This is an optimization exercise on Yosys and OpenROAD, whose aim is small area, a short achievable clock period and few clock cycles, not a production implementation. Power figures rest on the tool's default switching activity, not on a simulated workload.

==> inputs of run E <==
## ir_text_tokenizer
module ir_text_tokenizer (
    input  logic         aclk,
    input  logic         aresetn,
    input  logic         s_tvalid,
    output logic         s_tready,
    input  logic [7:0]   s_tdata,    
    input  logic         s_tuser,    
    output logic         m_tvalid,
    input  logic         m_tready,
    output logic [175:0] m_tdata,
    output logic [4:0]   m_tuser,    
    output logic         m_tlast     
);
Settings: LEC_CHECK=0, CAP_MARGIN=20, CORE_MARGIN=2, CORE_UTILIZATION=40, SLEW_MARGIN=20; clock period 14.0 ns.
standard.sh (not shown) runs the stock make flow with config.mk's settings and CLKGATE_MAP_FILE= SYNTH_SCRIPT=/design/flow/synth_recipe.tcl, a recipe that flattens the netlist after the stock synthesis.
==> flow/flow/run.sh <==
#!/bin/bash
# Standard layout, with timing repair aimed below the design's period,
# small port buffers and a clock tree of smaller buffers without dummy loads.
set -euo pipefail
bash standard.sh SETUP_SLACK_MARGIN=9.5 \
  "BUFFER_PORTS_ARGS=-buffer_cell sky130_fd_sc_hd__buf_1" \
  "CTS_ARGS=-sink_clustering_enable -repair_clock_nets -dont_use_dummy_load -buf_list {sky130_fd_sc_hd__clkbuf_4 sky130_fd_sc_hd__clkbuf_8}" \
  finish > standard_flow.log 2>&1
==> run B: changes against run E <==
--- a/flow/design.v
+++ b/flow/design.v
@@ -113,11 +113,11 @@
             8'h5D:   c_kind = K_RBRACK;
             8'h7B:   c_kind = K_LBRACE;
             8'h7D:   c_kind = K_RBRACE;
             default: begin c_kind = K_UNEXP; c_single = 1'b0; end
         endcase
-        c_dig = c[6] ? (c[3:0] + 4'd9) : c[3:0];    
+        c_dig = c_digit ? c[3:0] : (c[3:0] + 4'd9);
     end
     logic n_slash, n_semi, n_gt, n_digit;
     always_comb begin
         n_slash = !iend && (idata == 8'h2F);
         n_semi  = !iend && (idata == 8'h3B);
@@ -156,16 +156,15 @@
             M_ARROW2: open_kind = K_ARROW;
             default:  open_kind = fpoint ? K_FLOAT : K_INT;
         endcase
     end
     logic [66:0] sdec;
-    logic [4:0]  kk;
+    logic [4:0]  kk;                 
     logic [66:0] ax, ay, au, av, pg_g, pg_p;
     logic [63:0] acc_step;
     logic        big_step;
     always_comb begin
-        kk = fneg ? {1'b0, c[3:0]} + 5'd9 : {1'b0, c[3:0]};
         ax = {acc, 3'b000};
         ay = {2'b00, acc, 1'b0};
         au = ax ^ ay ^ {62'd0, kk};
         av = {((ax & ay) | (ax & {62'd0, kk}) | (ay & {62'd0, kk})), 1'b0};
         pg_g = au & av;
@@ -327,15 +326,27 @@
             M_LAB:   pkind = K_LAB;
             M_IDENT: pkind = K_IDENT;
             default: pkind = fpoint_n ? K_FLOAT : K_INT;
         endcase
     end
+    logic fneg_d;
+    always_comb begin
+        if (loadT && num_start) fneg_d = c_minus;
+        else if (loadT || (advance && point_set) || closeT) fneg_d = 1'b0;
+        else fneg_d = fneg;
+    end
     logic [15:0] ln_n, cl_n, of_n;
     always_comb begin
-        ln_n = c_lf ? ln + {15'd0, ~&ln} : ln;
-        cl_n = c_lf ? 16'd1 : cl + {15'd0, ~&cl};
+        ln_n = ln;
+        cl_n = cl;
         of_n = of + 16'd1;
+        if (c_lf) begin
+            if (ln != 16'hFFFF) ln_n = ln + 16'd1;
+            cl_n = 16'd1;
+        end else if (cl != 16'hFFFF) begin
+            cl_n = cl + 16'd1;
+        end
     end
     always_ff @(posedge aclk) begin
         if (!aresetn) begin
             hv   <= 1'b0;
             mode <= M_IDLE;
@@ -361,25 +372,10 @@
             if (fire && (closeT || (judge && emitB && !closeA) || emitD || preclose))
                 tv <= 1'b1;
             else if (m_tready) tv <= 1'b0;
         end
     end
-    logic        acc_en, acc_sum;
-    logic [63:0] acc_alt, acc_d;
-    always_comb begin
-        acc_en  = loadT || (advance && (point_set || acc_digit)) || closeT;
-        acc_sum = advance && acc_digit && !big_step && (mode != M_HEX);
-        if (loadT && num_start)
-            acc_alt = c_minus ? {64{1'b1}} : {60'd0, c[3:0]};
-        else if (loadT || (advance && point_set))
-            acc_alt = 64'd0;
-        else if (advance && acc_digit)
-            acc_alt = big_step ? 64'h7FFFFFFFFFFFFFFF : {acc[59:0], c_dig};
-        else
-            acc_alt = acc ^ {64{fneg}};    
-        acc_d = acc_sum ? sdec[63:0] : acc_alt;
-    end
     always_ff @(posedge aclk) begin
         if (fire) begin
             if (!hv || advance) c <= idata;
             if (closeT) begin
                 tkind <= open_kind;
@@ -396,20 +392,23 @@
                 tc <= cl;
                 to <= start_sig ? of_n : of;
             end
             if (loadT) tlen <= {15'd0, !emitD && !start_sig};
             else if (advance && (cont || pair)) tlen <= tlen + 16'd1;
+            if (!hv || advance) kk <= {1'b0, idata[3:0]} + (fneg_d ? 5'd9 : 5'd0);
+            fneg <= fneg_d;
             if (loadT && num_start) begin
-                fneg   <= c_minus;
                 fpoint <= 1'b0;
+                acc    <= c_minus ? {64{1'b1}} : {60'd0, c[3:0]};
             end else if (loadT || (advance && point_set)) begin
-                fneg   <= 1'b0;
                 fpoint <= point_set;
-            end else if (closeT && !(advance && acc_digit)) begin
-                fneg <= 1'b0;
+                acc    <= 64'd0;
+            end else if (advance && acc_digit) begin
+                acc <= big_step ? 64'h7FFFFFFFFFFFFFFF : acc_step;
+            end else if (closeT) begin
+                acc  <= acc ^ {64{fneg}};
             end
-            if (acc_en) acc <= acc_d;
         end
     end
     assign m_tvalid = tv;
     assign m_tlast  = tlast;
     assign m_tuser  = tkind;
==> flow/flow/run.sh (replaced) <==
#!/bin/bash
# Standard layout, with timing repair aimed below the design's period,
# small port buffers and a clock tree of smaller buffers without dummy loads.
set -euo pipefail
bash standard.sh SETUP_SLACK_MARGIN=9.5 \
  "BUFFER_PORTS_ARGS=-buffer_cell sky130_fd_sc_hd__buf_1" \
  "CTS_BUF_LIST=sky130_fd_sc_hd__clkbuf_4 sky130_fd_sc_hd__clkbuf_8" \
  "CTS_ARGS=-sink_clustering_enable -repair_clock_nets -dont_use_dummy_load" \
  finish > standard_flow.log 2>&1
==> comparison <==
Critical path depth: run B is lower than run E (2). Of run E and run B, run B has the higher clock power (gap about 19%, measured against run B). Cell count: run B is higher than run E (2.6%). Of run B and run E, run B has the higher first-iteration DRC count (gap 15%, measured against run E). Against run E, the non-clock buffer count of run B is higher by 23. Between run B and run E, the lower maximum frequency is in run E (gap about 0.8%, measured against run E). Of run E and run B, run B has the higher routed wire length (gap about 5%, measured against run B). Against run B, the design area of run E is lower by 3.2%.
==> figures <==
Outcome: run B finished clean; run E finished clean
Routing usage on met3: run B 2.56%; run E 2.55%
Share of total power in sequential cells: run B 40.7%; run E 45.1%
Weighted congestion reported at the end of routability-driven placement: run B 0.911; run E 0.885
Power Density: run B 105 mW/mm2; run E 96.3 mW/mm2
Worst hold margin: run B 0.473 ns; run E 0.469 ns
Clock buffer cells: run B 28; run E 40
Worst-case reg-to-reg path depth: run B 20; run E 22
Portion of the clock cycle consumed by the worst path in the final layout: run B 34.1%; run E 34.3%
Post-placement setup slack: run B 8.77 ns; run E 8.33 ns
Clock share of power: run B 30.3%; run E 27.8%
Vias in the first global route: run B 12764; run E 12808
Starting density of the core: run B 40.4%; run E 40.3%
Required time reported for the critical path endpoint: run B 14.23 ns; run E 14.21 ns
Register Area: run B 0.00605 mm2; run E 0.00590 mm2
Xor and xnor fraction of the mapped netlist area: run B 9.00%; run E 9.03%
Clk Latency, worst-skew pair: run B 0.60 ns; run E 0.57 ns
Number of non-clock inverters in the layout: run B 85; run E 99
No functional check of the RTL was part of any run of this note.

==> static timing again, ports no longer ideal <==
The results above use ideal ports. As a check the final layouts listed here were re-extracted and re-timed, cells and wires unchanged.
Step 1 (the two cells are an assumption about what drives the block):
set clk [get_ports {aclk}]
set_driving_cell -lib_cell sky130_fd_sc_hd__clkbuf_16 $clk
set_driving_cell -lib_cell sky130_fd_sc_hd__buf_2 [delete_from_list [all_inputs] $clk]
Step 2 moves the port delays by t, midway between the first and last clock arrival at a register: inputs arrive t later, outputs are due t later. That takes back most of the time a late clock gives input paths.
Three values: ideal, step 1, step 2; two values: the first two.
run	t, ns	setup WS [ns]	hold WS [ns]	worst setup path after step 2	worst slew at a driven data input, ns
run E	0.589	9.192 / 9.192 / 9.192	0.469 / 0.469 / 0.469	register to register	0.03
run B	0.600	9.232 / 9.232 / 9.124	0.473 / 0.473 / 0.473	input to register	0.04
After both steps every run listed still meets setup and hold. For run B, which loses most, drivers alone change the setup slack by 0.000 ns; drivers and shift together by -0.108 ns.
